This design comes from an exercise in tuning for small area, a short achievable clock period and few clock cycles on the open sky130 flow, not from production work.
Only simulation tests tie the RTL to the original design; equivalence was not proved.
Power figures rest on the tool's default switching activity, not on a simulated workload.

==> flow/run.sh <==
#!/bin/bash
# synth_recipe.tcl (not shown) runs the flow's synth.tcl, then flattens the netlist and writes it again
# the make line also repeats each setting of config.mk as NAME=value (left out here)
make -C /OpenROAD-flow-scripts/flow DESIGN_CONFIG=/design/flow/config.mk WORK_HOME=/design/flow/orfs CLKGATE_MAP_FILE= SYNTH_SCRIPT=/design/flow/synth_recipe.tcl finish
==> flow/config.mk <==
export PLATFORM = sky130hd
export DESIGN_NAME = grid_cell_neighbor_enumerator
export DESIGN_NICKNAME = grid_cell_neighbor_enumerator
export VERILOG_FILES = /design/flow/design.v
export SDC_FILE = /design/flow/constraint.sdc
export NUM_CORES = 4
export LEC_CHECK = 0
export CAP_MARGIN = 20
export CORE_MARGIN = 2
export CORE_UTILIZATION = 40
export SLEW_MARGIN = 20
==> flow/constraint.sdc <==
create_clock -name core_clock -period 8.0 [get_ports {i_clk}]
set_input_delay 1.6000 -clock core_clock [delete_from_list [all_inputs] [get_ports {i_clk}]]
set_output_delay 1.6000 -clock core_clock [all_outputs]
set_load 0.01 [all_outputs]
==> flow/design.v <==
package gcne_pkg;
    localparam int INDEX_W     = 31;
    localparam int COORD_OUT_W = 10;
    localparam int CFG_REG_W   = 11;
    localparam int APB_DATA_W  = 32;
    localparam int APB_ADDR_W  = 4;
    localparam int NUM_SLOTS   = 27;
    localparam int SLOT_W      = 5;
    localparam int PLANE_SLOTS = 9;
    typedef logic [1:0] t_cfg_reg;
    localparam logic [1:0] REG_SIZE_I = 2'd0;
    localparam logic [1:0] REG_SIZE_J = 2'd1;
    localparam logic [1:0] REG_SIZE_K = 2'd2;
    typedef logic [1:0] t_off;
    localparam logic [1:0] OFF_ZERO = 2'd0;
    localparam logic [1:0] OFF_DEC  = 2'd1;
    localparam logic [1:0] OFF_INC  = 2'd2;
    typedef struct packed {
        t_off di;
        t_off dj;
        t_off dk;
    } t_slot_off;
    typedef struct packed {
        logic dec_i;
        logic inc_i;
        logic dec_j;
        logic inc_j;
        logic dec_k;
        logic inc_k;
    } t_nbr_flags;
    function automatic t_slot_off center_offset(logic [3:0] sub);
        t_slot_off o;
        case (sub)
            4'd0:    o = {OFF_ZERO, OFF_ZERO, OFF_ZERO};
            4'd1:    o = {OFF_ZERO, OFF_ZERO, OFF_INC};
            4'd2:    o = {OFF_ZERO, OFF_ZERO, OFF_DEC};
            4'd3:    o = {OFF_ZERO, OFF_INC, OFF_ZERO};
            4'd4:    o = {OFF_ZERO, OFF_INC, OFF_DEC};
            4'd5:    o = {OFF_ZERO, OFF_INC, OFF_INC};
            4'd6:    o = {OFF_ZERO, OFF_DEC, OFF_ZERO};
            4'd7:    o = {OFF_ZERO, OFF_DEC, OFF_DEC};
            4'd8:    o = {OFF_ZERO, OFF_DEC, OFF_INC};
            default: o = {OFF_ZERO, OFF_ZERO, OFF_ZERO};
        endcase
        center_offset = o;
    endfunction
    function automatic t_slot_off side_offset(logic [3:0] sub, t_off di);
        t_slot_off o;
        case (sub)
            4'd0:    o = {di, OFF_ZERO, OFF_ZERO};
            4'd1:    o = {di, OFF_DEC, OFF_ZERO};
            4'd2:    o = {di, OFF_DEC, OFF_DEC};
            4'd3:    o = {di, OFF_DEC, OFF_INC};
            4'd4:    o = {di, OFF_ZERO, OFF_DEC};
            4'd5:    o = {di, OFF_INC, OFF_ZERO};
            4'd6:    o = {di, OFF_INC, OFF_DEC};
            4'd7:    o = {di, OFF_INC, OFF_INC};
            4'd8:    o = {di, OFF_ZERO, OFF_INC};
            default: o = {di, OFF_ZERO, OFF_ZERO};
        endcase
        side_offset = o;
    endfunction
    function automatic t_slot_off slot_offset(int s);
        t_slot_off o;
        if (s < PLANE_SLOTS) o = center_offset(4'(s));
        else if (s < 2 * PLANE_SLOTS) o = side_offset(4'(s - PLANE_SLOTS), OFF_DEC);
        else o = side_offset(4'(s - 2 * PLANE_SLOTS), OFF_INC);
        slot_offset = o;
    endfunction
    function automatic logic axis_ok(t_off o, logic dec_ok, logic inc_ok);
        logic r;
        case (o)
            OFF_DEC: r = dec_ok;
            OFF_INC: r = inc_ok;
            default: r = 1'b1;
        endcase
        axis_ok = r;
    endfunction
    function automatic logic slot_allowed(t_slot_off o, t_nbr_flags f);
        slot_allowed = axis_ok(o.di, f.dec_i, f.inc_i) &
               axis_ok(o.dj, f.dec_j, f.inc_j) &
               axis_ok(o.dk, f.dec_k, f.inc_k);
    endfunction
    function automatic logic [2:0] off_val(t_off o);
        logic [2:0] r;
        case (o)
            OFF_DEC: r = 3'b111;
            OFF_INC: r = 3'b001;
            default: r = 3'b000;
        endcase
        off_val = r;
    endfunction
endpackage
module gcne_front #(
    parameter int MAX_DIM = 1024
) (
    input  logic                               i_clk,
    input  logic                               i_rst_n,
    input  logic                               i_req_valid,
    output logic                               o_req_ready,
    input  logic [gcne_pkg::INDEX_W-1:0]       i_req_cell_index,
    input  logic [$clog2(MAX_DIM+1)-1:0]       i_size_i,
    input  logic [$clog2(MAX_DIM+1)-1:0]       i_size_j,
    input  logic [$clog2(MAX_DIM+1)-1:0]       i_size_k,
    input  logic                               i_cfg_wr,
    output logic                               o_job_valid,
    input  logic                               i_job_ready,
    input  logic                               i_job_busy,
    output logic                               o_job_ok,
    output gcne_pkg::t_nbr_flags               o_job_flags,
    output logic [$clog2(MAX_DIM)-1:0]         o_job_i,
    output logic [$clog2(MAX_DIM)-1:0]         o_job_j,
    output logic [$clog2(MAX_DIM)-1:0]         o_job_k
);
    localparam int CW = $clog2(MAX_DIM);
    localparam int SW = $clog2(MAX_DIM + 1);
    localparam int NW = $clog2(3 * CW + 1);
    function automatic logic [NW-1:0] bit_len(logic [SW-1:0] m);
        logic [NW-1:0] r;
        r = '0;
        for (int b = 0; b < SW; b++) begin
            if (m[b]) r = NW'(b + 1);
        end
        bit_len = r;
    endfunction
    logic [SW-1:0]   last_i;
    logic [SW-1:0]   last_j;
    logic [SW-1:0]   last_k;
    assign last_i = i_size_i - SW'(1);
    assign last_j = i_size_j - SW'(1);
    assign last_k = i_size_k - SW'(1);
    logic            r_dirty;
    logic [NW-1:0]   r_wm1;      
    logic            r_zero;     
    logic [NW-1:0]   nbits;
    assign nbits = bit_len(last_i) + bit_len(last_j) + bit_len(last_k);
    always_ff @(posedge i_clk) begin
        if (!i_rst_n) begin
            r_dirty <= 1'b1;
        end else begin
            r_dirty <= i_cfg_wr;
        end
        r_wm1  <= (nbits == '0) ? '0 : nbits - NW'(1);
        r_zero <= (i_size_i == '0) || (i_size_j == '0) || (i_size_k == '0);
    end
    logic            r_act;      
    logic [NW-1:0]   r_cnt;      
    logic            r_rej;      
    logic [NW-1:0]   sel;
    logic            last_tok;
    logic            early_rej;
    logic [gcne_pkg::INDEX_W-1:0] high_mask;
    logic            fetch;
    logic            stall;
    logic            r_a_valid;
    logic            r_a_bit;
    logic            r_a_first;
    logic            r_a_last;
    logic            r_a_rej;
    logic            a_free;
    logic            r_b_valid;
    logic            r_b_last;
    always_comb begin
        for (int b = 0; b < gcne_pkg::INDEX_W; b++) begin
            high_mask[b] = (NW'(b) > r_wm1);
        end
    end
    assign early_rej = r_zero || ((i_req_cell_index & high_mask) != '0);
    assign sel       = r_act ? r_cnt : r_wm1;
    assign last_tok  = r_act ? (r_cnt == '0) : (r_wm1 == '0);
    assign a_free      = !r_a_valid || !stall;
    assign o_req_ready = last_tok && !r_dirty &&
                         (!r_a_valid || !(r_b_valid && r_b_last) || !i_job_busy);
    assign fetch       = i_req_valid && !r_dirty && a_free && (!last_tok || o_req_ready);
    always_ff @(posedge i_clk) begin
        if (!i_rst_n) begin
            r_act <= 1'b0;
        end else if (fetch) begin
            r_act <= !last_tok;
        end
    end
    always_ff @(posedge i_clk) begin
        if (fetch) begin
            if (!r_act) begin
                r_rej <= early_rej;
                r_cnt <= early_rej ? '0 : r_wm1 - NW'(1);
            end else begin
                r_cnt <= r_cnt - NW'(1);
            end
        end
    end
    always_ff @(posedge i_clk) begin
        if (!i_rst_n) begin
            r_a_valid <= 1'b0;
        end else if (a_free) begin
            r_a_valid <= fetch;
        end
    end
    always_ff @(posedge i_clk) begin
        if (fetch) begin
            r_a_bit   <= i_req_cell_index[sel];
            r_a_first <= !r_act;
            r_a_last  <= last_tok;
            r_a_rej   <= r_act ? r_rej : early_rej;
        end
    end
    logic            r_b_q;
    logic            r_b_first;
    logic            r_b_rej;
    logic [CW-1:0]   r_rem_j;
    logic [SW-1:0]   t1;
    logic [SW:0]     d1;
    assign t1 = {(r_a_first ? CW'(0) : r_rem_j), r_a_bit};
    assign d1 = {1'b0, t1} - {1'b0, i_size_j};
    always_ff @(posedge i_clk) begin
        if (!i_rst_n) begin
            r_b_valid <= 1'b0;
        end else if (!stall) begin
            r_b_valid <= r_a_valid;
        end
    end
    always_ff @(posedge i_clk) begin
        if (!stall && r_a_valid) begin
            r_rem_j   <= CW'(d1[SW] ? t1 : d1[SW-1:0]);
            r_b_q     <= !d1[SW];
            r_b_first <= r_a_first;
            r_b_last  <= r_a_last;
            r_b_rej   <= r_a_rej;
        end
    end
    logic [CW-1:0]   r_rem_i;
    logic [CW-1:0]   r_k;
    logic            r_ovf;
    logic [SW-1:0]   t2;
    logic [SW:0]     d2;
    logic            q2;
    logic [CW-1:0]   rem_i_n;
    logic [CW-1:0]   k_prev;
    logic [CW-1:0]   k_n;
    logic            ovf_n;
    assign t2      = {(r_b_first ? CW'(0) : r_rem_i), r_b_q};
    assign d2      = {1'b0, t2} - {1'b0, i_size_i};
    assign q2      = !d2[SW];
    assign rem_i_n = CW'(q2 ? d2[SW-1:0] : t2);
    assign k_prev  = r_b_first ? CW'(0) : r_k;
    assign k_n     = {k_prev[CW-2:0], q2};
    assign ovf_n   = (!r_b_first && r_ovf) || k_prev[CW-1];
    assign o_job_valid = r_b_valid && r_b_last;
    assign stall       = o_job_valid && !i_job_ready;
    always_ff @(posedge i_clk) begin
        if (r_b_valid && !stall) begin
            r_rem_i <= rem_i_n;
            r_k     <= k_n;
            r_ovf   <= ovf_n;
        end
    end
    assign o_job_ok          = !r_b_rej && !ovf_n && (SW'(k_n) < i_size_k);
    assign o_job_i           = rem_i_n;
    assign o_job_j           = r_rem_j;
    assign o_job_k           = k_n;
    assign o_job_flags.dec_i = (rem_i_n != '0);
    assign o_job_flags.inc_i = (SW'(rem_i_n) != last_i);
    assign o_job_flags.dec_j = (r_rem_j != '0);
    assign o_job_flags.inc_j = (SW'(r_rem_j) != last_j);
    assign o_job_flags.dec_k = (k_n != '0);
    assign o_job_flags.inc_k = (SW'(k_n) != last_k);
endmodule
module gcne_back #(
    parameter int COORD_W = 10
) (
    input  logic                 i_clk,
    input  logic                 i_rst_n,
    input  logic                 i_job_valid,
    output logic                 o_job_ready,
    input  logic                 i_job_ok,
    input  gcne_pkg::t_nbr_flags i_job_flags,
    input  logic [COORD_W-1:0]   i_job_i,
    input  logic [COORD_W-1:0]   i_job_j,
    input  logic [COORD_W-1:0]   i_job_k,
    output logic                 o_res_valid,
    input  logic                 i_res_ready,
    output logic [gcne_pkg::COORD_OUT_W-1:0] o_res_cell_i,
    output logic [gcne_pkg::COORD_OUT_W-1:0] o_res_cell_j,
    output logic [gcne_pkg::COORD_OUT_W-1:0] o_res_cell_k,
    output logic                 o_res_valid_res,
    output logic                 o_res_last
);
    localparam int PS = gcne_pkg::PLANE_SLOTS;
    logic                   r_valid;
    logic                   r_last;
    logic                   r_vres;
    gcne_pkg::t_slot_off    r_off;
    gcne_pkg::t_nbr_flags   r_flags;
    logic [COORD_W-1:0]     r_i;
    logic [COORD_W-1:0]     r_j;
    logic [COORD_W-1:0]     r_k;
    logic                   side;
    logic [3:0]             pos;
    logic [PS-1:0]          cand;
    logic                   any_cand;
    logic                   two_cand;
    logic                   jk_any;
    gcne_pkg::t_slot_off    n_off;
    logic                   n_last;
    logic [2:0]             d_i;
    logic [2:0]             d_j;
    logic [2:0]             d_k;
    logic                   adv;
    logic                   more;
    logic                   step;
    logic                   load;
    function automatic logic [3:0] plane_jk(logic is_side, int p);
        gcne_pkg::t_slot_off o;
        o = is_side ? gcne_pkg::side_offset(4'(p), gcne_pkg::OFF_ZERO)
                    : gcne_pkg::center_offset(4'(p));
        plane_jk = {o.dj, o.dk};
    endfunction
    function automatic logic jk_ok(logic [3:0] jk, gcne_pkg::t_nbr_flags f);
        jk_ok = gcne_pkg::axis_ok(jk[3:2], f.dec_j, f.inc_j) &
                gcne_pkg::axis_ok(jk[1:0], f.dec_k, f.inc_k);
    endfunction
    assign side   = (r_off.di != gcne_pkg::OFF_ZERO);
    assign jk_any = r_flags.dec_j | r_flags.inc_j | r_flags.dec_k | r_flags.inc_k;
    always_comb begin
        pos = '0;
        for (int p = 0; p < PS; p++) begin
            if ({r_off.dj, r_off.dk} == plane_jk(side, p)) pos = 4'(p);
        end
        for (int p = 0; p < PS; p++) begin
            cand[p] = (4'(p) > pos) && jk_ok(plane_jk(side, p), r_flags);
        end
    end
    assign any_cand = (cand != '0);
    logic                   found;
    always_comb begin
        found    = 1'b0;
        two_cand = 1'b0;
        n_off    = '0;
        for (int p = 0; p < PS; p++) begin
            if (cand[p]) begin
                if (found) two_cand = 1'b1;
                else n_off = {r_off.di, plane_jk(side, p)};
                found = 1'b1;
            end
        end
        if (!any_cand) begin
            n_off = {((r_off.di == gcne_pkg::OFF_ZERO) && r_flags.dec_i) ? gcne_pkg::OFF_DEC
                                                                         : gcne_pkg::OFF_INC,
                     gcne_pkg::OFF_ZERO, gcne_pkg::OFF_ZERO};
        end
        if (any_cand) begin
            n_last = !two_cand &&
                     !((r_off.di == gcne_pkg::OFF_ZERO) && (r_flags.dec_i || r_flags.inc_i)) &&
                     !((r_off.di == gcne_pkg::OFF_DEC) && r_flags.inc_i);
        end else begin
            n_last = !jk_any && !((n_off.di == gcne_pkg::OFF_DEC) && r_flags.inc_i);
        end
        d_i = gcne_pkg::off_val(n_off.di) - gcne_pkg::off_val(r_off.di);
        d_j = gcne_pkg::off_val(n_off.dj) - gcne_pkg::off_val(r_off.dj);
        d_k = gcne_pkg::off_val(n_off.dk) - gcne_pkg::off_val(r_off.dk);
    end
    assign adv         = !r_valid || i_res_ready;
    assign more        = r_valid && !r_last;
    assign step        = adv && more;
    assign o_job_ready = adv && !more;
    assign load        = i_job_valid && o_job_ready;
    assign o_res_valid     = r_valid;
    assign o_res_cell_i    = r_i;
    assign o_res_cell_j    = r_j;
    assign o_res_cell_k    = r_k;
    assign o_res_valid_res = r_vres;
    assign o_res_last      = r_last;
    always_ff @(posedge i_clk) begin
        if (!i_rst_n) begin
            r_valid <= 1'b0;
        end else if (adv) begin
            r_valid <= more || i_job_valid;
        end
    end
    always_ff @(posedge i_clk) begin
        if (step) begin
            r_off  <= n_off;
            r_last <= n_last;
            r_i    <= r_i + {{(COORD_W-3){d_i[2]}}, d_i};
            r_j    <= r_j + {{(COORD_W-3){d_j[2]}}, d_j};
            r_k    <= r_k + {{(COORD_W-3){d_k[2]}}, d_k};
        end else if (load) begin
            r_off   <= '0;
            r_flags <= i_job_flags;
            r_vres  <= i_job_ok;
            r_last  <= !i_job_ok || (i_job_flags == '0);
            r_i     <= i_job_ok ? i_job_i : '0;
            r_j     <= i_job_ok ? i_job_j : '0;
            r_k     <= i_job_ok ? i_job_k : '0;
        end
    end
endmodule
module grid_cell_neighbor_enumerator #(
    parameter int MAX_DIM = 1024
) (
    input  logic                            i_clk,
    input  logic                            i_rst_n,
    input  logic                            req_valid,
    output logic                            req_ready,
    input  logic [gcne_pkg::INDEX_W-1:0]    req_cell_index,
    output logic                            res_valid,
    input  logic                            res_ready,
    output logic [gcne_pkg::COORD_OUT_W-1:0] res_cell_i,
    output logic [gcne_pkg::COORD_OUT_W-1:0] res_cell_j,
    output logic [gcne_pkg::COORD_OUT_W-1:0] res_cell_k,
    output logic                            res_valid_res,
    output logic                            res_last,
    input  logic                            psel,
    input  logic                            penable,
    input  logic                            pwrite,
    input  logic [gcne_pkg::APB_ADDR_W-1:0] paddr,
    input  logic [gcne_pkg::APB_DATA_W-1:0] pwdata,
    output logic [gcne_pkg::APB_DATA_W-1:0] prdata,
    output logic                            pready
);
    localparam int CW = $clog2(MAX_DIM);
    localparam int SW = $clog2(MAX_DIM + 1);
    logic [gcne_pkg::CFG_REG_W-1:0] r_size_i;
    logic [gcne_pkg::CFG_REG_W-1:0] r_size_j;
    logic [gcne_pkg::CFG_REG_W-1:0] r_size_k;
    logic [SW-1:0]        eff_i;
    logic [SW-1:0]        eff_j;
    logic [SW-1:0]        eff_k;
    logic                 cfg_wr;
    gcne_pkg::t_cfg_reg   cfg_sel;
    logic                 job_valid;
    logic                 job_ready;
    logic                 job_ok;
    gcne_pkg::t_nbr_flags job_flags;
    logic [CW-1:0]        job_i;
    logic [CW-1:0]        job_j;
    logic [CW-1:0]        job_k;
    assign pready  = 1'b1;
    assign cfg_wr  = psel && penable && pwrite;
    assign cfg_sel = paddr[3:2];
    always_ff @(posedge i_clk) begin
        if (!i_rst_n) begin
            r_size_i <= gcne_pkg::CFG_REG_W'(1);
            r_size_j <= gcne_pkg::CFG_REG_W'(1);
            r_size_k <= gcne_pkg::CFG_REG_W'(1);
        end else if (cfg_wr) begin
            case (cfg_sel)
                gcne_pkg::REG_SIZE_I: r_size_i <= pwdata[gcne_pkg::CFG_REG_W-1:0];
                gcne_pkg::REG_SIZE_J: r_size_j <= pwdata[gcne_pkg::CFG_REG_W-1:0];
                gcne_pkg::REG_SIZE_K: r_size_k <= pwdata[gcne_pkg::CFG_REG_W-1:0];
                default: begin
                end
            endcase
        end
    end
    always_comb begin
        case (cfg_sel)
            gcne_pkg::REG_SIZE_I: prdata = gcne_pkg::APB_DATA_W'(r_size_i);
            gcne_pkg::REG_SIZE_J: prdata = gcne_pkg::APB_DATA_W'(r_size_j);
            gcne_pkg::REG_SIZE_K: prdata = gcne_pkg::APB_DATA_W'(r_size_k);
            default:    prdata = '0;
        endcase
    end
    assign eff_i = (32'(r_size_i) > 32'(MAX_DIM)) ? SW'(MAX_DIM) : SW'(r_size_i);
    assign eff_j = (32'(r_size_j) > 32'(MAX_DIM)) ? SW'(MAX_DIM) : SW'(r_size_j);
    assign eff_k = (32'(r_size_k) > 32'(MAX_DIM)) ? SW'(MAX_DIM) : SW'(r_size_k);
    gcne_front #(
        .MAX_DIM (MAX_DIM)
    ) u_front (
        .i_clk            (i_clk),
        .i_rst_n          (i_rst_n),
        .i_req_valid      (req_valid),
        .o_req_ready      (req_ready),
        .i_req_cell_index (req_cell_index),
        .i_size_i         (eff_i),
        .i_size_j         (eff_j),
        .i_size_k         (eff_k),
        .i_cfg_wr         (cfg_wr),
        .o_job_valid      (job_valid),
        .i_job_ready      (job_ready),
        .i_job_busy       (res_valid),
        .o_job_ok         (job_ok),
        .o_job_flags      (job_flags),
        .o_job_i          (job_i),
        .o_job_j          (job_j),
        .o_job_k          (job_k)
    );
    gcne_back #(
        .COORD_W (CW)
    ) u_back (
        .i_clk           (i_clk),
        .i_rst_n         (i_rst_n),
        .i_job_valid     (job_valid),
        .o_job_ready     (job_ready),
        .i_job_ok        (job_ok),
        .i_job_flags     (job_flags),
        .i_job_i         (job_i),
        .i_job_j         (job_j),
        .i_job_k         (job_k),
        .o_res_valid     (res_valid),
        .i_res_ready     (res_ready),
        .o_res_cell_i    (res_cell_i),
        .o_res_cell_j    (res_cell_j),
        .o_res_cell_k    (res_cell_k),
        .o_res_valid_res (res_valid_res),
        .o_res_last      (res_last)
    );
endmodule
==> out/metrics.csv, run 1 <==
metric,value,unit
layout_commonest_cell,nand2_1,
diodes,0,
grt_max_degree,55,
clkTransAtPathRegs,0.06,ns
outcome,timing/DRC/antenna clean,
min_path_type,register to register,
placementRows,62,
antenna_found_initial,0,
fin_setup_tns,0,ns
clk_path_buf_depth,2,
io_buffers,95,
die_area,0.03063,mm²
cpMaxStageDelayCell,a2111oi_2,
ant_nets,0,
path_cells,"inv_1, ha_1, and3b_1, o31ai_1, o2111ai_1, a2111oi_2, nor3_1, nand2_1, mux2i_1, ha_1, ha_1, fa_1, inv_1, ha_1, a21o_1, a21o_1, a21o_1, a21oi_1, nor2_1, a211oi_1, o21ai_0, xnor2_1, o22ai_1",
cap_violations,0,
die_x,175.0,µm
grt_usage,20.47,%
slew_violations,0,
layout_common_cells,"nand2_1, clkdlybuf4s50_1, ha_1, edfxtp_1",
synth.area.mux_share,6.396,%
finalHoldViolCount,0,
holdWs,0.4191,ns
drt_wl_total,31220,µm
insertion_delay,0.43,ns
power_density,168.6,mW/mm²
syn_area,0.01170,mm²
crit_top_cell,ha_1,
initialDrtViolationCount,744,
required,8.14,ns
period_needed,6.611,ns
nFillCells,2786,
synth_edf_count,88,
grt_pass1_wl,50280,µm
synth_compound_area_share,18.13,%
async_flop_share,0,%
firstDrtPassIters,5,
synth_xor_area_share,6.781,%
clockRootBuffer,clkbuf_16,
ys.flop_type,edfxtp_1,
synth_cell_type_count,80,
cpLargestDelayFamily,compound AO/OA/AOI/OAI gates,
synth_top_family_by_area,simple AND/OR/NAND/NOR gates,
period_share,82.64,%
yosys.area_share.simple,20.63,%
wire_per_inst,17.05,µm
grt_pass1_vias,9403,
cts_hold_repair.buffers,0,
clock-skew-final,0.009923,ns
cts_sinks,132,
vias,10130,
cts_tree,built,
arrival,6.75,ns
worstSetupStartpointType,register,
cts_resized,0,
gp_congestion,0.8817,
synth_cells,1367,
synth_seq_cells,132,
core,0.02878,mm²
drive_gt1_share,6.082,%
critPathKind,register to register,
dpl.hpwl,24000,µm
via_per_inst,5.534,
power,2274,µW
p_leak,0.005421,µW
crit_fanout,20,
worst_slew_pin_slew,0.9562,ns
slew_headroom,34.61,%
drc,0,
rsz0062_at_grt,no,
ir_worst_vdd,107.2,µV
critPathCaptureType,register,
cp_slowest_stage_delay,0.72,ns
yosysSeqAreaShare,30.12,%
max_freq,151.3,MHz
worst-path-buf-inv,2,
h-tree-depth,4,
area_growth,15.28,%
die_h,175.0,µm
ys_warn_count,3,
post_cts.repair.setup_buffers,0,
nets,1611,
synthAdderAreaFrac,11.85,%
cts_buffers,17,
ios,141,
synth_area_per_cell,8.558,µm²
gr-total-overflow,0,
setup_violations,0,
initial_utilization,40.65,%
-- routing by layer --
metal	routed length, µm	part of all wire, %	vias to the layer above	GRT usage [%]
met5	0	0	-	0
met4	368	1.2	0	4.861
met2	14060	45	300	31.97
met1	15270	49	4811	29.64
li1	-	-	4991	-
met3	1525	4.9	31	3.242
-- kinds of logic (layout without fill, tap and decap cells) --
family | after synthesis | in the layout
other | 2 | 22
multiplexers | 63 | 63
flip-flops | 132 | 132
adder cells (fa/ha/maj) | 103 | 103
XOR/XNOR | 89 | 89
AND/OR/NAND/NOR | 489 | 489
AO/OA/AOI/OAI | 327 | 327
buffers and inverters | 162 | 222
-- final cells by class --
class	instances	area, µm²	area share [%]
Sequential cell	132	3523	26.12
Clock inverter	14	151.4	1.123
Clock buffer	18	429.2	3.182
Timing Repair Buffer	106	1033	7.663
Multi-Input combinational cell	1093	7553	56.01
Tap cell	384	480.5	3.562
Inverter	84	315.3	2.338
-- flip-flops by register name, indices dropped and copies added (netlist names), 5 cells and up --
register         cells
r_size_i            11
r_size_j            11
r_size_k            11
u_back.r_i          10
u_back.r_j          10
u_back.r_k          10
u_front.r_k         10
u_front.r_rem_i     10
u_front.r_rem_j     10
u_back.r_flags       6
u_back.r_off         6
u_front.r_cnt        5
u_front.r_wm1        5
-- stage by stage --
step	instances	instance area (µm²)	utilization (%)	worst slack [ns]
global route	1831	13490	46.86	0.9390
global placement	1799	12910	44.84	1.464
detailed placement	1799	12910	44.84	1.487
CTS	1831	13490	46.86	1.438
finish	1831	13490	46.86	1.389
floorplan	1387	11770	-	2.270
-- power breakdown --
part           total, µW  internal, µW  switching, µW
clock                783           461            321
sequential           836           762           74.8
combinational        655           302            354
total               2270          1520            750
-- cells in the mapped netlist (27+ instances only) --
cell      number  area (µm²)
inv_1         79       296.5
edfxtp_1      88        2643
clkbuf_1      43       161.4
nand2_1      196       735.7
a21boi_0      27       202.7
o21ai_0       72       360.4
mux2i_1       41       410.4
nor2b_1       51       319.1
xnor2_1       53       464.2
a21oi_1       66       330.3
o22ai_1       35       219.0
nor2_1        79       296.5
dfxtp_1       44       880.8
xor2_1        35       306.5
ha_1          90        1126
-- path summary, 6_finish.rpt --
kind,from,end,slack (ns),cells past startpoint
max reg2reg,u_back.r_off[5],u_back.r_i[9],1.39,23
min,u_front.r_a_rej,u_front.r_b_rej,0.42,0
min reg2reg,u_front.r_a_rej,u_front.r_b_rej,0.42,0
max,u_back.r_off[5],u_back.r_i[9],1.39,23
Testbench counts, summed over its fixed seeds: cycles 128,070.
==> run 2: changes to the inputs <==
--- a/flow/design.v
+++ b/flow/design.v
@@ -145,10 +145,9 @@
     end
     logic            r_act;      
     logic [NW-1:0]   r_cnt;      
-    logic            r_rej;      
+    logic            r_hi;       
     logic [NW-1:0]   sel;
     logic            last_tok;
-    logic            early_rej;
     logic [gcne_pkg::INDEX_W-1:0] high_mask;
     logic            fetch;
     logic            stall;
@@ -158,19 +157,20 @@
     logic            r_a_last;
     logic            r_a_rej;
     logic            a_free;
-    logic            r_b_valid;
-    logic            r_b_last;
+    logic            r_c_done;
     always_comb begin
         for (int b = 0; b < gcne_pkg::INDEX_W; b++) begin
             high_mask[b] = (NW'(b) > r_wm1);
         end
     end
-    assign early_rej = r_zero || ((i_req_cell_index & high_mask) != '0);
-    assign sel       = r_act ? r_cnt : r_wm1;
-    assign last_tok  = r_act ? (r_cnt == '0) : (r_wm1 == '0);
+    always_ff @(posedge i_clk) begin
+        r_hi <= r_zero || ((i_req_cell_index & high_mask) != '0);
+    end
+    assign sel      = r_act ? r_cnt : r_wm1;
+    assign last_tok = r_act ? ((r_cnt == '0) || r_hi) : (r_wm1 == '0);
     assign a_free      = !r_a_valid || !stall;
     assign o_req_ready = last_tok && !r_dirty &&
-                         (!r_a_valid || !(r_b_valid && r_b_last) || !i_job_busy);
+                         (!r_a_valid || !r_c_done || !i_job_busy);
     assign fetch       = i_req_valid && !r_dirty && a_free && (!last_tok || o_req_ready);
     always_ff @(posedge i_clk) begin
         if (!i_rst_n) begin
@@ -181,12 +181,7 @@
     end
     always_ff @(posedge i_clk) begin
         if (fetch) begin
-            if (!r_act) begin
-                r_rej <= early_rej;
-                r_cnt <= early_rej ? '0 : r_wm1 - NW'(1);
-            end else begin
-                r_cnt <= r_cnt - NW'(1);
-            end
+            r_cnt <= (r_act ? r_cnt : r_wm1) - NW'(1);
         end
     end
     always_ff @(posedge i_clk) begin
@@ -201,9 +196,11 @@
             r_a_bit   <= i_req_cell_index[sel];
             r_a_first <= !r_act;
             r_a_last  <= last_tok;
-            r_a_rej   <= r_act ? r_rej : early_rej;
+            r_a_rej   <= r_act ? r_hi : (r_zero || (i_req_cell_index[gcne_pkg::INDEX_W-1:1] != '0));
         end
     end
+    logic            r_b_valid;
+    logic            r_b_last;
     logic            r_b_q;
     logic            r_b_first;
     logic            r_b_rej;
@@ -229,41 +226,48 @@
         end
     end
     logic [CW-1:0]   r_rem_i;
+    logic [CW-1:0]   r_j;
     logic [CW-1:0]   r_k;
     logic            r_ovf;
+    logic            r_c_rej;
     logic [SW-1:0]   t2;
     logic [SW:0]     d2;
     logic            q2;
-    logic [CW-1:0]   rem_i_n;
     logic [CW-1:0]   k_prev;
-    logic [CW-1:0]   k_n;
-    logic            ovf_n;
+    logic            step_c;
     assign t2      = {(r_b_first ? CW'(0) : r_rem_i), r_b_q};
     assign d2      = {1'b0, t2} - {1'b0, i_size_i};
     assign q2      = !d2[SW];
-    assign rem_i_n = CW'(q2 ? d2[SW-1:0] : t2);
     assign k_prev  = r_b_first ? CW'(0) : r_k;
-    assign k_n     = {k_prev[CW-2:0], q2};
-    assign ovf_n   = (!r_b_first && r_ovf) || k_prev[CW-1];
-    assign o_job_valid = r_b_valid && r_b_last;
-    assign stall       = o_job_valid && !i_job_ready;
-    always_ff @(posedge i_clk) begin
-        if (r_b_valid && !stall) begin
-            r_rem_i <= rem_i_n;
-            r_k     <= k_n;
-            r_ovf   <= ovf_n;
-        end
-    end
-    assign o_job_ok          = !r_b_rej && !ovf_n && (SW'(k_n) < i_size_k);
-    assign o_job_i           = rem_i_n;
-    assign o_job_j           = r_rem_j;
-    assign o_job_k           = k_n;
-    assign o_job_flags.dec_i = (rem_i_n != '0);
-    assign o_job_flags.inc_i = (SW'(rem_i_n) != last_i);
-    assign o_job_flags.dec_j = (r_rem_j != '0);
-    assign o_job_flags.inc_j = (SW'(r_rem_j) != last_j);
-    assign o_job_flags.dec_k = (k_n != '0);
-    assign o_job_flags.inc_k = (SW'(k_n) != last_k);
+    assign stall  = r_c_done && !i_job_ready;
+    assign step_c = r_b_valid && !stall;
+    always_ff @(posedge i_clk) begin
+        if (!i_rst_n) begin
+            r_c_done <= 1'b0;
+        end else if (!stall) begin
+            r_c_done <= r_b_valid && r_b_last;
+        end
+    end
+    always_ff @(posedge i_clk) begin
+        if (step_c) begin
+            r_rem_i <= CW'(q2 ? d2[SW-1:0] : t2);
+            r_k     <= {k_prev[CW-2:0], q2};
+            r_ovf   <= (!r_b_first && r_ovf) || k_prev[CW-1];
+            r_c_rej <= r_b_rej;
+            r_j     <= r_rem_j;
+        end
+    end
+    assign o_job_valid       = r_c_done;
+    assign o_job_ok          = !r_c_rej && !r_ovf && (SW'(r_k) < i_size_k);
+    assign o_job_i           = r_rem_i;
+    assign o_job_j           = r_j;
+    assign o_job_k           = r_k;
+    assign o_job_flags.dec_i = (r_rem_i != '0);
+    assign o_job_flags.inc_i = (SW'(r_rem_i) != last_i);
+    assign o_job_flags.dec_j = (r_j != '0);
+    assign o_job_flags.inc_j = (SW'(r_j) != last_j);
+    assign o_job_flags.dec_k = (r_k != '0);
+    assign o_job_flags.inc_k = (SW'(r_k) != last_k);
 endmodule
 module gcne_back #(
     parameter int COORD_W = 10
@@ -286,29 +290,11 @@
     output logic                 o_res_last
 );
     localparam int PS = gcne_pkg::PLANE_SLOTS;
-    logic                   r_valid;
-    logic                   r_last;
-    logic                   r_vres;
-    gcne_pkg::t_slot_off    r_off;
-    gcne_pkg::t_nbr_flags   r_flags;
-    logic [COORD_W-1:0]     r_i;
-    logic [COORD_W-1:0]     r_j;
-    logic [COORD_W-1:0]     r_k;
-    logic                   side;
-    logic [3:0]             pos;
-    logic [PS-1:0]          cand;
-    logic                   any_cand;
-    logic                   two_cand;
-    logic                   jk_any;
-    gcne_pkg::t_slot_off    n_off;
-    logic                   n_last;
-    logic [2:0]             d_i;
-    logic [2:0]             d_j;
-    logic [2:0]             d_k;
-    logic                   adv;
-    logic                   more;
-    logic                   step;
-    logic                   load;
+    typedef struct packed {
+        gcne_pkg::t_slot_off off;     
+        logic [8:0]          step;    
+        logic                last;    
+    } t_walk;
     function automatic logic [3:0] plane_jk(logic is_side, int p);
         gcne_pkg::t_slot_off o;
         o = is_side ? gcne_pkg::side_offset(4'(p), gcne_pkg::OFF_ZERO)
@@ -319,46 +305,69 @@
         jk_ok = gcne_pkg::axis_ok(jk[3:2], f.dec_j, f.inc_j) &
                 gcne_pkg::axis_ok(jk[1:0], f.dec_k, f.inc_k);
     endfunction
-    assign side   = (r_off.di != gcne_pkg::OFF_ZERO);
-    assign jk_any = r_flags.dec_j | r_flags.inc_j | r_flags.dec_k | r_flags.inc_k;
-    always_comb begin
-        pos = '0;
+    function automatic t_walk walk(gcne_pkg::t_slot_off c, gcne_pkg::t_nbr_flags f);
+        t_walk          w;
+        logic           side;
+        logic [3:0]     pos;
+        logic [PS-1:0]  cand;
+        logic           found;
+        logic           two;
+        logic           jk_any;
+        side   = (c.di != gcne_pkg::OFF_ZERO);
+        jk_any = f.dec_j | f.inc_j | f.dec_k | f.inc_k;
+        pos    = '0;
         for (int p = 0; p < PS; p++) begin
-            if ({r_off.dj, r_off.dk} == plane_jk(side, p)) pos = 4'(p);
+            if ({c.dj, c.dk} == plane_jk(side, p)) pos = 4'(p);
         end
         for (int p = 0; p < PS; p++) begin
-            cand[p] = (4'(p) > pos) && jk_ok(plane_jk(side, p), r_flags);
+            cand[p] = (4'(p) > pos) && jk_ok(plane_jk(side, p), f);
         end
-    end
-    assign any_cand = (cand != '0);
-    logic                   found;
-    always_comb begin
-        found    = 1'b0;
-        two_cand = 1'b0;
-        n_off    = '0;
+        found = 1'b0;
+        two   = 1'b0;
+        w.off = '0;
         for (int p = 0; p < PS; p++) begin
             if (cand[p]) begin
-                if (found) two_cand = 1'b1;
-                else n_off = {r_off.di, plane_jk(side, p)};
+                if (found) two = 1'b1;
+                else w.off = {c.di, plane_jk(side, p)};
                 found = 1'b1;
             end
         end
-        if (!any_cand) begin
-            n_off = {((r_off.di == gcne_pkg::OFF_ZERO) && r_flags.dec_i) ? gcne_pkg::OFF_DEC
-                                                                         : gcne_pkg::OFF_INC,
-                     gcne_pkg::OFF_ZERO, gcne_pkg::OFF_ZERO};
-        end
-        if (any_cand) begin
-            n_last = !two_cand &&
-                     !((r_off.di == gcne_pkg::OFF_ZERO) && (r_flags.dec_i || r_flags.inc_i)) &&
-                     !((r_off.di == gcne_pkg::OFF_DEC) && r_flags.inc_i);
+        if (found) begin
+            w.last = !two &&
+                     !((c.di == gcne_pkg::OFF_ZERO) && (f.dec_i || f.inc_i)) &&
+                     !((c.di == gcne_pkg::OFF_DEC) && f.inc_i);
         end else begin
-            n_last = !jk_any && !((n_off.di == gcne_pkg::OFF_DEC) && r_flags.inc_i);
-        end
-        d_i = gcne_pkg::off_val(n_off.di) - gcne_pkg::off_val(r_off.di);
-        d_j = gcne_pkg::off_val(n_off.dj) - gcne_pkg::off_val(r_off.dj);
-        d_k = gcne_pkg::off_val(n_off.dk) - gcne_pkg::off_val(r_off.dk);
-    end
+            w.off  = {((c.di == gcne_pkg::OFF_ZERO) && f.dec_i) ? gcne_pkg::OFF_DEC
+                                                                : gcne_pkg::OFF_INC,
+                      gcne_pkg::OFF_ZERO, gcne_pkg::OFF_ZERO};
+            w.last = !jk_any && !((w.off.di == gcne_pkg::OFF_DEC) && f.inc_i);
+        end
+        w.step = {3'(gcne_pkg::off_val(w.off.di) - gcne_pkg::off_val(c.di)),
+                  3'(gcne_pkg::off_val(w.off.dj) - gcne_pkg::off_val(c.dj)),
+                  3'(gcne_pkg::off_val(w.off.dk) - gcne_pkg::off_val(c.dk))};
+        walk = w;
+    endfunction
+    function automatic logic [COORD_W-1:0] add_step(logic [COORD_W-1:0] x, logic [2:0] d);
+        add_step = x + {{(COORD_W-3){d[2]}}, d};
+    endfunction
+    logic                   r_valid;
+    logic                   r_last;
+    logic                   r_vres;
+    logic [COORD_W-1:0]     r_i;
+    logic [COORD_W-1:0]     r_j;
+    logic [COORD_W-1:0]     r_k;
+    gcne_pkg::t_nbr_flags   r_flags;
+    gcne_pkg::t_slot_off    r_noff;     
+    logic [8:0]             r_nstep;    
+    logic                   r_nlast;    
+    t_walk                  w_run;
+    t_walk                  w_load;
+    logic                   adv;
+    logic                   more;
+    logic                   step;
+    logic                   load;
+    assign w_run  = walk(r_noff, r_flags);
+    assign w_load = walk('0, i_job_flags);
     assign adv         = !r_valid || i_res_ready;
     assign more        = r_valid && !r_last;
     assign step        = adv && more;
@@ -379,19 +388,23 @@
     end
     always_ff @(posedge i_clk) begin
         if (step) begin
-            r_off  <= n_off;
-            r_last <= n_last;
-            r_i    <= r_i + {{(COORD_W-3){d_i[2]}}, d_i};
-            r_j    <= r_j + {{(COORD_W-3){d_j[2]}}, d_j};
-            r_k    <= r_k + {{(COORD_W-3){d_k[2]}}, d_k};
+            r_last  <= r_nlast;
+            r_i     <= add_step(r_i, r_nstep[8:6]);
+            r_j     <= add_step(r_j, r_nstep[5:3]);
+            r_k     <= add_step(r_k, r_nstep[2:0]);
+            r_noff  <= w_run.off;
+            r_nstep <= w_run.step;
+            r_nlast <= w_run.last;
         end else if (load) begin
-            r_off   <= '0;
             r_flags <= i_job_flags;
             r_vres  <= i_job_ok;
             r_last  <= !i_job_ok || (i_job_flags == '0);
             r_i     <= i_job_ok ? i_job_i : '0;
             r_j     <= i_job_ok ? i_job_j : '0;
             r_k     <= i_job_ok ? i_job_k : '0;
+            r_noff  <= w_load.off;
+            r_nstep <= w_load.step;
+            r_nlast <= w_load.last;
         end
     end
 endmodule
==> run 2 against run 1 <==
Non-clock buffer count decreased by 2; register-to-register slack improved by 1.7 ns; synthesized cell count increased by 2.1%; fmax increased by 17%; hold slack improved by 0.0073 ns; largest cell class unchanged; largest power group unchanged; highest routed layer unchanged.
==> out/metrics.csv, run 2 <==
metric,value,unit
nets,1625,
synthTopCellsByArea,"edfxtp_1, ha_1, dfxtp_1",
ios,141,
grt_max_degree,73,
synth_top_area_share,26.41,%
clk_path_buf_depth,2,
syn_area,0.01239,mm²
whs_path_depth,0,
cts_resized,0,
gp_congestion,0.8758,
critPathKind,input port to output port,
ys.flop_type,edfxtp_1,
clock-skew-final,0.01180,ns
grt_pass1_vias,9907,
wire_per_inst,17.01,µm
die_h,180.0,µm
r2r_start,r_size_k[10],
pwr-share-seq,39.6,%
max_freq,177.1,MHz
cts_hold_repair.buffers,0,
power,2449,µW
ir_worst_vdd,102.7,µV
setup_violations,0,
synth_cell_type_count,86,
synth_top_area_cell,edfxtp_1,
area_growth,15.28,%
drt_wl_total,31600,µm
ys_warn_count,3,
worstHoldStart,u_front.r_a_last,
arrival,4.05,ns
die_area,0.03241,mm²
grt_pass1_wl,51780,µm
insertion_delay,0.43,ns
intPower,1757,µW
grt_usage,19.55,%
ant_nets,0,
switching_share,28.27,%
gr-total-overflow,0,
antenna_found_initial,0,
clkTransAtPathRegs,0.06,ns
core,0.03059,mm²
synth_edf_count,109,
via_per_inst,5.493,
regToRegSetupSlack,3.08,ns
r2r-end,u_front.r_wm1[2],
layout_commonest_cell,nand2_1,
pre_cts_slack,2.417,ns
slew_violations,0,
worst_slew_pin_slew,0.8712,ns
period_share,70.58,%
post_cts.repair.setup_buffers,0,
holdPathEnd,u_front.r_b_last,
cts_buffers,17,
die_x,180.0,µm
required,6.40,ns
crit_fanout,16,
rsz0062_at_grt,no,
layout_common_cells,"nand2_1, edfxtp_1, clkdlybuf4s50_1, ha_1",
synth_cells,1396,
async_flop_share,0,%
synth_common_cells,"nand2_1, edfxtp_1, ha_1",
pwr-share-clk,38.5,%
fin_setup_tns,0,ns
cts_sinks,155,
nFillCells,2907,
io_buffers,95,
drive_gt1_share,6.224,%
placementRows,64,
yosysSeqAreaShare,33.84,%
initial_utilization,40.52,%
p_leak,0.005670,µW
clockRootBuffer,clkbuf_16,
power_density,171.4,mW/mm²
initialDrtViolationCount,702,
period_needed,5.646,ns
top_regs,"r_size_i x11, r_size_j x11, r_size_k x11",
p_comb_share,22.0,%
cap_violations,0,
h-tree-depth,4,
worstSetupStartpointType,input port,
finalHoldViolCount,0,
p_sw,692.2,µW
cts_tree,built,
diodes,0,
dpl.hpwl,24060,µm
drc,0,
rr_worst_depth,15,
yosysMostFrequentCell,nand2_1,
outcome,timing/DRC/antenna clean,
critPathCaptureType,output port,
min_path_type,register to register,
synth_seq_cells,155,
firstDrtPassIters,5,
slew_headroom,41.84,%
synth_area_per_cell,8.879,µm²
fin_ws,2.354,ns
vias,10210,
[run 2: kinds of logic after synthesis]
family,synth area share (%)
XOR/XNOR,5.370
multiplexers,5.895
adder cells (fa/ha/maj),11.23
buffers and inverters,5.926
flip-flops,33.84
other,0.06059
AO/OA/AOI/OAI,17.30
AND/OR/NAND/NOR,20.38
[run 2: layer usage]
| metal | track usage [%] | wire [µm] |
|---|---|---|
| met3 | 2.708 | 1358 |
| met1 | 27.84 | 15420 |
| met5 | 0 | 0 |
| met2 | 31.48 | 14400 |
| met4 | 4.613 | 420 |
[run 2: worst max-delay path, cell delays in order]
cell             delay (ns)
clkdlybuf4s50_1        0.83
nor2b_1                0.75
nand2_1                0.11
o21ai_0                0.15
clkdlybuf4s50_1        0.60
[run 2: power groups by stage]
stage / sequential, µW / clock, µW / combinational [µW]
finish: 969 / 942 / 538
detailed placement: 985 / 0 / 535
global route: 977 / 984 / 607
global placement: 984 / 0 / 528
CTS: 968 / 955 / 539
floorplan: 935 / 0 / 443
[run 2: worst max-delay path by stage]
stage,startpoint,end,slack (ns)
floorplan,r_size_k[10],u_front.r_wm1[2],3.47
global placement,paddr[3],prdata[10],2.44
detailed placement,paddr[3],prdata[7],2.42
CTS,paddr[3],prdata[7],2.40
global route,paddr[3],prdata[9],2.15
finish,paddr[3],prdata[6],2.35
[run 2: through the flow]
step	area, µm²	hold WS [ns]	instances	util [%]
after global placement	13560	0.4047	1824	44.34
after floorplan	12470	0.4003	1416	-
after CTS	14260	0.4331	1857	46.61
after global routing	14290	0.4355	1858	46.71
final	14290	0.4263	1858	46.71
after detailed placement	13580	0.4182	1825	44.38
[run 2: layout make-up]
cell class	count	area, µm²	area share, %
Clock buffer	20	446.7	3.126
Multi-Input combinational cell	1092	7584	53.07
Inverter	79	296.5	2.075
Tap cell	396	495.5	3.468
Sequential cell	155	4194	29.35
Timing Repair Buffer	104	1039	7.268
Clock inverter	12	234.0	1.637
Testbench counts of run 2, summed over its fixed seeds: cycles 128,024.
==> run 3: changes to the inputs <==
--- a/flow/config.mk
+++ b/flow/config.mk
@@ -8,4 +8,5 @@
 export CAP_MARGIN = 20
 export CORE_MARGIN = 2
 export CORE_UTILIZATION = 40
+export SETUP_SLACK_MARGIN = 4.5
 export SLEW_MARGIN = 20
==> run 3 against run 2 <==
Still clean on timing, DRC and antenna; fmax rose by 43%; clock power fell by 5.9%; synthesized cell count is the same; critical path depth unchanged; via count is 5.4% higher; register-to-register slack improved by 1.0 ns; die area did not move; design area up 8.4%; sequential cell count unchanged; total power grew 0.35%; hold slack worse by 0.0023 ns; first-iteration DRC count increased by 17%; highest routed layer unchanged.
==> out/metrics.csv, run 3 <==
metric,value,unit
outcome,timing/DRC/antenna clean,
crit_fanout,6,
firstDrtPassIters,5,
arrival,2.35,ns
ios,141,
h-tree-depth,4,
yosysSeqAreaShare,33.84,%
cpLargestDelayFamily,buffers and inverters,
setup_violations,0,
worstSetupStartpointType,input port,
synthTopCellsByArea,"edfxtp_1, ha_1, dfxtp_1",
vias,10760,
period_needed,3.952,ns
area_growth,25.02,%
synth_cells,1396,
regToRegSetupSlack,4.11,ns
clk_path_buf_depth,2,
ys.flop_type,edfxtp_1,
core,0.03059,mm²
io_buffers,95,
min_path_type,register to register,
dpl-instance-area,0.01375,mm²
layout_commonest_cell,nand2_1,
gp_congestion,0.8825,
worst_slew_pin_slew,0.8550,ns
worst-path-buf-inv,3,
synth_top_area_cell,edfxtp_1,
finalHoldViolCount,0,
diodes,0,
cap_violations,0,
drt_wl_total,34520,µm
async_flop_share,0,%
die_x,180.0,µm
yosysMostFrequentCell,nand2_1,
initialDrtViolationCount,818,
pre_cts_slack,2.529,ns
holdPathEnd,u_front.r_b_rej,
die_area,0.03241,mm²
period_share,49.40,%
initial_utilization,40.52,%
stdcell_area,0.01549,mm²
placementRows,64,
power_density,158.6,mW/mm²
critPathCaptureType,output port,
clock-skew-final,0.01538,ns
rr_worst_depth,14,
fin_cells,1926,
insertion_delay,0.43,ns
synth_edf_count,109,
crit_path_start,paddr[3],
path_cells,"buf_16, buf_4, mux2i_2, o21ai_4, buf_6",
dpl.hpwl,24490,µm
r2r-end,u_front.r_wm1[2],
required,6.40,ns
fin_ws,4.048,ns
die_h,180.0,µm
worstHoldStart,u_front.r_a_rej,
via_per_inst,5.586,
ir_worst_vdd,111.2,µV
grt_pass1_vias,10440,
max_freq,253.0,MHz
synth_top_area_share,26.41,%
wire_per_inst,17.92,µm
synth_area_per_cell,8.879,µm²
synth_cell_type_count,86,
grt_max_degree,73,
layout_common_cells,"nand2_1, edfxtp_1, clkdlybuf4s50_1, ha_1, nor2_1",
synth_seq_cells,155,
cts_tree,built,
antenna_found_initial,0,
p_leak,0.006274,µW
clkTransAtPathRegs,0.07,ns
syn_area,0.01239,mm²
drive_gt1_share,19.67,%
cts_buffers,17,
nets,1693,
cp_slowest_stage_delay,0.18,ns
r2r_start,r_size_k[5],
top_regs,"r_size_i x11, r_size_j x11, r_size_k x11",
fin_setup_tns,0,ns
critPathKind,input port to output port,
synth_common_cells,"nand2_1, edfxtp_1, ha_1",
grt_usage,20.56,%
ys_warn_count,3,
cpMaxStageDelayCell,o21ai_4,
clockRootBuffer,clkbuf_16,
cts_sinks,155,
drc,0,
slew_headroom,43.00,%
rsz0062_at_grt,yes,
whs_path_depth,0,
gr-total-overflow,0,
power,2457,µW
grt_pass1_wl,54720,µm
ant_nets,0,
slew_violations,0,
placed_cells,1825,
[run 3: cell counts after synthesis]
Identical to the previous run, type by type.
[run 3: final cells by class]
type                            instances  area, µm²
Fill cell                            2802      15090
Multi-Input combinational cell       1092       8260
Tap cell                              396      495.5
Clock buffer                           18      429.2
Timing Repair Buffer                  172       1585
Sequential cell                       155       4224
Inverter                               79      307.8
Clock inverter                         14      192.7
[run 3: metrics by stage]
| step | hold WS, ns | utilization (%) |
|---|---|---|
| 6_report | 0.4240 | 50.65 |
| 3_5_place_dp | 0.4168 | 44.94 |
| 4_1_cts | 0.4265 | 49.16 |
| 5_1_grt | 0.4488 | 50.65 |
| 2_1_floorplan | 0.4003 | - |
| 3_3_place_gp | 0.4011 | 44.93 |
[run 3: layer usage]
| layer | vias to the layer above | wire length (µm) | GRT usage [%] |
|---|---|---|---|
| met5 | - | 0 | 0 |
| li1 | 5240 | - | - |
| met3 | 40 | 1884 | 3.254 |
| met4 | 0 | 638 | 5.806 |
| met1 | 5146 | 15820 | 28.57 |
| met2 | 332 | 16180 | 33.20 |
[run 3: worst max-delay path by stage]
stage,depth (start not counted),end,slack [ns]
after floorplan,14,u_front.r_wm1[2],4.14
after global placement,5,prdata[4],2.55
after detailed placement,5,prdata[3],2.53
after CTS,6,prdata[4],4.04
after global routing,14,u_front.r_wm1[3],3.99
final,5,prdata[2],4.05
[run 3: logic make-up (layout without fill, tap and decap cells)]
group | count (synthesis) | after routing | synth area share [%]
AOI/OAI and AO/OA | 325 | 325 | 17.30
xor gates and xnor gates | 76 | 76 | 5.370
adders and majority gates | 103 | 103 | 11.23
buffers and inverters | 169 | 283 | 5.926
DFF | 155 | 155 | 33.84
muxes | 68 | 68 | 5.895
other | 2 | 22 | 0.06059
and+or+nand+nor | 498 | 498 | 20.38
[run 3: repair_timing]
item	in CTS	in global routing
gates cloned	1	1
gates resized for setup	158	59
pin swaps	40	34
buffers inserted	44	22
endpoints found under the setup margin	65	47
hold buffers	0	0
[run 3: power by group]
| part | switching [µW] | internal [µW] | leakage [µW] | total (µW) |
|---|---|---|---|---|
| clock | 361 | 524 | 0.000289 | 886 |
| sequential | 66.3 | 900 | 0.00136 | 967 |
| combinational | 315 | 290 | 0.00462 | 605 |
| total | 743 | 1710 | 0.00627 | 2460 |
==> run 4: changes to the inputs <==
--- a/flow/design.v
+++ b/flow/design.v
@@ -129,17 +129,22 @@
     assign last_i = i_size_i - SW'(1);
     assign last_j = i_size_j - SW'(1);
     assign last_k = i_size_k - SW'(1);
-    logic            r_dirty;
+    logic            r_dirty;    
+    logic            r_dirty2;
+    logic [NW-1:0]   r_part;     
     logic [NW-1:0]   r_wm1;      
     logic            r_zero;     
     logic [NW-1:0]   nbits;
-    assign nbits = bit_len(last_i) + bit_len(last_j) + bit_len(last_k);
+    assign nbits = r_part + bit_len(last_k);
     always_ff @(posedge i_clk) begin
         if (!i_rst_n) begin
-            r_dirty <= 1'b1;
+            r_dirty2 <= 1'b1;
+            r_dirty  <= 1'b1;
         end else begin
-            r_dirty <= i_cfg_wr;
+            r_dirty2 <= i_cfg_wr;
+            r_dirty  <= i_cfg_wr || r_dirty2;
         end
+        r_part <= bit_len(last_i) + bit_len(last_j);
         r_wm1  <= (nbits == '0) ? '0 : nbits - NW'(1);
         r_zero <= (i_size_i == '0) || (i_size_j == '0) || (i_size_k == '0);
     end
@@ -305,6 +310,19 @@
         jk_ok = gcne_pkg::axis_ok(jk[3:2], f.dec_j, f.inc_j) &
                 gcne_pkg::axis_ok(jk[1:0], f.dec_k, f.inc_k);
     endfunction
+    function automatic logic [2:0] off_step(gcne_pkg::t_off a, gcne_pkg::t_off b);
+        logic [2:0] r;
+        case ({a, b})
+            {gcne_pkg::OFF_ZERO, gcne_pkg::OFF_DEC}:  r = 3'b111;
+            {gcne_pkg::OFF_ZERO, gcne_pkg::OFF_INC}:  r = 3'b001;
+            {gcne_pkg::OFF_DEC,  gcne_pkg::OFF_ZERO}: r = 3'b001;
+            {gcne_pkg::OFF_DEC,  gcne_pkg::OFF_INC}:  r = 3'b010;
+            {gcne_pkg::OFF_INC,  gcne_pkg::OFF_ZERO}: r = 3'b111;
+            {gcne_pkg::OFF_INC,  gcne_pkg::OFF_DEC}:  r = 3'b110;
+            default:                                  r = 3'b000;
+        endcase
+        off_step = r;
+    endfunction
     function automatic t_walk walk(gcne_pkg::t_slot_off c, gcne_pkg::t_nbr_flags f);
         t_walk          w;
         logic           side;
@@ -342,9 +360,7 @@
                       gcne_pkg::OFF_ZERO, gcne_pkg::OFF_ZERO};
             w.last = !jk_any && !((w.off.di == gcne_pkg::OFF_DEC) && f.inc_i);
         end
-        w.step = {3'(gcne_pkg::off_val(w.off.di) - gcne_pkg::off_val(c.di)),
-                  3'(gcne_pkg::off_val(w.off.dj) - gcne_pkg::off_val(c.dj)),
-                  3'(gcne_pkg::off_val(w.off.dk) - gcne_pkg::off_val(c.dk))};
+        w.step = {off_step(c.di, w.off.di), off_step(c.dj, w.off.dj), off_step(c.dk, w.off.dk)};
         walk = w;
     endfunction
     function automatic logic [COORD_W-1:0] add_step(logic [COORD_W-1:0] x, logic [2:0] d);
@@ -362,12 +378,14 @@
     logic                   r_nlast;    
     t_walk                  w_run;
     t_walk                  w_load;
+    t_walk                  w;
     logic                   adv;
     logic                   more;
     logic                   step;
     logic                   load;
     assign w_run  = walk(r_noff, r_flags);
     assign w_load = walk('0, i_job_flags);
+    assign w      = more ? w_run : w_load;
     assign adv         = !r_valid || i_res_ready;
     assign more        = r_valid && !r_last;
     assign step        = adv && more;
@@ -392,9 +410,9 @@
             r_i     <= add_step(r_i, r_nstep[8:6]);
             r_j     <= add_step(r_j, r_nstep[5:3]);
             r_k     <= add_step(r_k, r_nstep[2:0]);
-            r_noff  <= w_run.off;
-            r_nstep <= w_run.step;
-            r_nlast <= w_run.last;
+            r_noff  <= w.off;
+            r_nstep <= w.step;
+            r_nlast <= w.last;
         end else if (load) begin
             r_flags <= i_job_flags;
             r_vres  <= i_job_ok;
@@ -402,9 +420,9 @@
             r_i     <= i_job_ok ? i_job_i : '0;
             r_j     <= i_job_ok ? i_job_j : '0;
             r_k     <= i_job_ok ? i_job_k : '0;
-            r_noff  <= w_load.off;
-            r_nstep <= w_load.step;
-            r_nlast <= w_load.last;
+            r_noff  <= w.off;
+            r_nstep <= w.step;
+            r_nlast <= w.last;
         end
     end
 endmodule
@@ -466,14 +484,16 @@
             endcase
         end
     end
-    always_comb begin
+    logic [gcne_pkg::CFG_REG_W-1:0] r_rdata;
+    always_ff @(posedge i_clk) begin
         case (cfg_sel)
-            gcne_pkg::REG_SIZE_I: prdata = gcne_pkg::APB_DATA_W'(r_size_i);
-            gcne_pkg::REG_SIZE_J: prdata = gcne_pkg::APB_DATA_W'(r_size_j);
-            gcne_pkg::REG_SIZE_K: prdata = gcne_pkg::APB_DATA_W'(r_size_k);
-            default:    prdata = '0;
+            gcne_pkg::REG_SIZE_I: r_rdata <= r_size_i;
+            gcne_pkg::REG_SIZE_J: r_rdata <= r_size_j;
+            gcne_pkg::REG_SIZE_K: r_rdata <= r_size_k;
+            default:    r_rdata <= '0;
         endcase
     end
+    assign prdata = gcne_pkg::APB_DATA_W'(r_rdata);
     assign eff_i = (32'(r_size_i) > 32'(MAX_DIM)) ? SW'(MAX_DIM) : SW'(r_size_i);
     assign eff_j = (32'(r_size_j) > 32'(MAX_DIM)) ? SW'(MAX_DIM) : SW'(r_size_j);
     assign eff_k = (32'(r_size_k) > 32'(MAX_DIM)) ? SW'(MAX_DIM) : SW'(r_size_k);
==> run 4 against run 3 <==
Sequential share of layout area grew 2.5 points; core utilization shrank 1.9 points; clock skew is 0.00069 ns higher; via count is 3.0% higher; clock power down 4.9%; synthesized area is 3.7% higher; hold slack lost 0.0059 ns; critical path depth stayed put; synthesized cell count up 4.9%; design area shrank 0.72%; sequential cell count is 17 higher.
==> out/metrics.csv, run 4 <==
metric,value,unit
synth_cells,1464,
insertion_delay,0.44,ns
gr-total-overflow,0,
outcome,timing/DRC/antenna clean,
initial_utilization,40.71,%
grt_pass1_vias,10270,
cts_buffers,17,
cpLargestDelayFamily,simple AND/OR/NAND/NOR gates,
ys.flop_type,edfxtp_1,
ant_nets,0,
antenna_found_initial,0,
period_needed,3.589,ns
cap_violations,0,
dpl-instance-area,0.01406,mm²
area_growth,19.74,%
r2r_start,r_size_j[10],
yosysMostFrequentCell,nand2_1,
firstDrtPassIters,5,
setup_violations,0,
regArea,0.004571,mm²
finalHoldViolCount,0,
worst-path-buf-inv,1,
rsz0062_at_grt,yes,
whs_path_depth,1,
drt_wl_total,34620,µm
cp_slowest_stage_delay,0.56,ns
intPower,1703,µW
gp_congestion,0.9111,
power_density,158.3,mW/mm²
required,6.40,ns
fin_cells,1974,
r2r-end,u_back.r_nstep[8],
synth_common_cells,"nand2_1, edfxtp_1, nor2_1",
layout_commonest_cell,nand2_1,
pwr-share-clk,34.6,%
arrival,1.99,ns
regToRegSetupSlack,4.62,ns
die_x,183.2,µm
min_path_type,register to register,
ir_worst_vdd,135.7,µV
cts_sinks,172,
p_sw,732.9,µW
drc,0,
crit_fanout,2,
worst_slew_pin_slew,1.081,ns
synth_edf_count,109,
h-tree-depth,4,
slew_headroom,27.29,%
synth_top_area_share,25.48,%
synth_cell_type_count,82,
synth_seq_cells,172,
wire_per_inst,17.54,µm
initialDrtViolationCount,966,
period_share,44.86,%
cts_tree,built,
yosysSeqAreaShare,35.29,%
die_h,183.2,µm
worstHoldStart,u_front.r_dirty2,
via_per_inst,5.613,
clkTransAtPathRegs,0.07,ns
drive_gt1_share,13.17,%
multi_input_area,0.008001,mm²
clk_path_buf_depth,2,
placementRows,65,
synthTopCellsByArea,"edfxtp_1, dfxtp_1, ha_1",
cpMaxStageDelayCell,or4_4,
placed_cells,1888,
fin_setup_tns,0,ns
p_comb_share,23.0,%
dpl.hpwl,25220,µm
die_area,0.03357,mm²
pre_cts_slack,3.539,ns
grt_pass1_wl,54700,µm
fin_ws,4.411,ns
core,0.03156,mm²
critPathCaptureType,output port,
clockRootBuffer,clkbuf_16,
stdcell_area,0.01538,mm²
synth_top_area_cell,edfxtp_1,
worstSetupStartpointType,register,
slew_violations,0,
layout_common_cells,"nand2_1, edfxtp_1, nor2_1, clkdlybuf4s50_1, a21oi_1",
grt_max_degree,54,
clock-skew-final,0.01607,ns
max_freq,278.7,MHz
ios,141,
nFillCells,2957,
p_leak,0.006031,µW
ys_warn_count,3,
pwr-share-seq,42.3,%
io_buffers,95,
diodes,0,
synth_area_per_cell,8.775,µm²
path_cells,"or4_4, o21ai_4, a21oi_4, nor3_2, buf_2",
async_flop_share,0,%
critPathKind,register to output port,
holdPathEnd,u_front.r_dirty,
nets,1718,
vias,11080,
rr_worst_depth,12,
syn_area,0.01285,mm²
switching_share,30.09,%
grt_usage,20.40,%
-- run 4: cell families (layout without fill, tap and decap cells) --
family / Yosys count / after routing / synth area share, %
XOR/XNOR: 85 / 85 / 5.795
buffers and inverters: 177 / 265 / 5.814
adder cells (fa/ha/maj): 85 / 85 / 8.687
AO/OA/AOI/OAI: 357 / 357 / 18.07
AND/OR/NAND/NOR: 517 / 517 / 20.53
other: 2 / 22 / 0.05846
multiplexers: 69 / 69 / 5.756
flip-flops: 172 / 172 / 35.29
-- run 4: final cells by class --
cell class	instances	area share [%]
clock buffers	21	3.278
clock inverters	11	0.5937
inverters	77	1.960
multi-input cells	1135	52.01
flip-flops and latches	172	29.71
well taps	402	3.270
repair buffers	156	9.174
-- run 4: worst max path at each step --
stage | from | to | slack [ns] | cells after the start
after detailed placement | r_size_j[10] | u_back.r_nstep[3] | 3.54 | 12
after global placement | r_size_j[10] | u_back.r_nstep[3] | 3.54 | 12
after global routing | u_front.r_cnt[4] | req_ready | 4.32 | 5
after CTS | u_front.r_cnt[1] | req_ready | 4.40 | 5
after floorplan | r_size_k[10] | u_front.r_wm1[2] | 4.33 | 18
final | u_front.r_cnt[4] | req_ready | 4.41 | 5
-- run 4: what timing repair did --
item                       in CTS  in global routing
setup endpoints to repair      57                 63
hold buffers                    0                  0
resized for setup              48                 34
setup buffers                  11                 43
pin swaps                       6                 27
-- run 4: worst reg2reg max path, stage by stage (launching register included) --
cell        delay (ns)
dfxtp_4           0.37
clkinvlp_4        0.10
nand2_1           0.17
ha_4              0.19
clkinvlp_4        0.13
xnor2_2           0.20
nor2_1            0.07
nor4_2            0.35
nand4_1           0.14
or4b_4            0.57
or4_4             0.45
or3_4             0.37
o31ai_2           0.09
-- run 4: per-stage QoR --
step	power (µW)	hold WS [ns]	utilization [%]
after global routing	2560	0.4227	48.75
after global placement	1572	0.4003	44.56
after floorplan	1440	0.3925	-
final	2435	0.4180	48.75
after CTS	2430	0.4203	47.24
after detailed placement	1580	0.4024	44.56
-- run 4: per-layer routing --
metal | up-vias | share of wire [%] | routed length, µm | track usage (%)
met5 | - | 0 | 0 | 0
met4 | 0 | 1.9 | 657 | 5.376
met3 | 49 | 6.1 | 2118 | 3.157
met2 | 374 | 44 | 15300 | 31.62
met1 | 5218 | 48 | 16550 | 29.58
li1 | 5439 | - | - | -
-- run 4: power groups by stage --
stage	logic, µW	clock network (µW)	registers [µW]
after floorplan	416	0	1020
after detailed placement	529	0	1050
after global placement	520	0	1050
final	561	843	1030
after global routing	634	890	1040
after CTS	547	853	1030
Testbench counts of run 4, summed over its fixed seeds: cycles 128,024.

[afterwards: timing with drivers on the ports]
The results above use ideal ports. As a check the final layouts listed here were re-extracted and re-timed, cells and wires unchanged. Step 1 assumes that a clkbuf_16 drives the clock port and a buf_2 every other input. Step 2 moves the port delays by t, midway between the first and last clock arrival at a register: inputs arrive t later, outputs are due t later. That takes back most of the time a late clock gives input paths. a / b / c = ideal ports / drivers / drivers and shift; a / b = the first two.
run	t, ns	setup WS [ns]	worst setup path at the end	worst data-port slew with drivers (ns)
run 1	0.471	1.389 / 1.389 / 1.389	register to register	0.04
run 2	0.473	2.354 / 2.333 / 2.333	input to output	0.04
run 3	0.472	4.048 / 3.964 / 3.964	input to output	0.08
run 4	0.480	4.411 / 4.364 / 4.135	input to register	0.04
After both steps setup and hold are still met in every run listed. For run 4, which loses most, drivers alone change the setup slack by -0.047 ns; drivers and shift together by -0.276 ns.
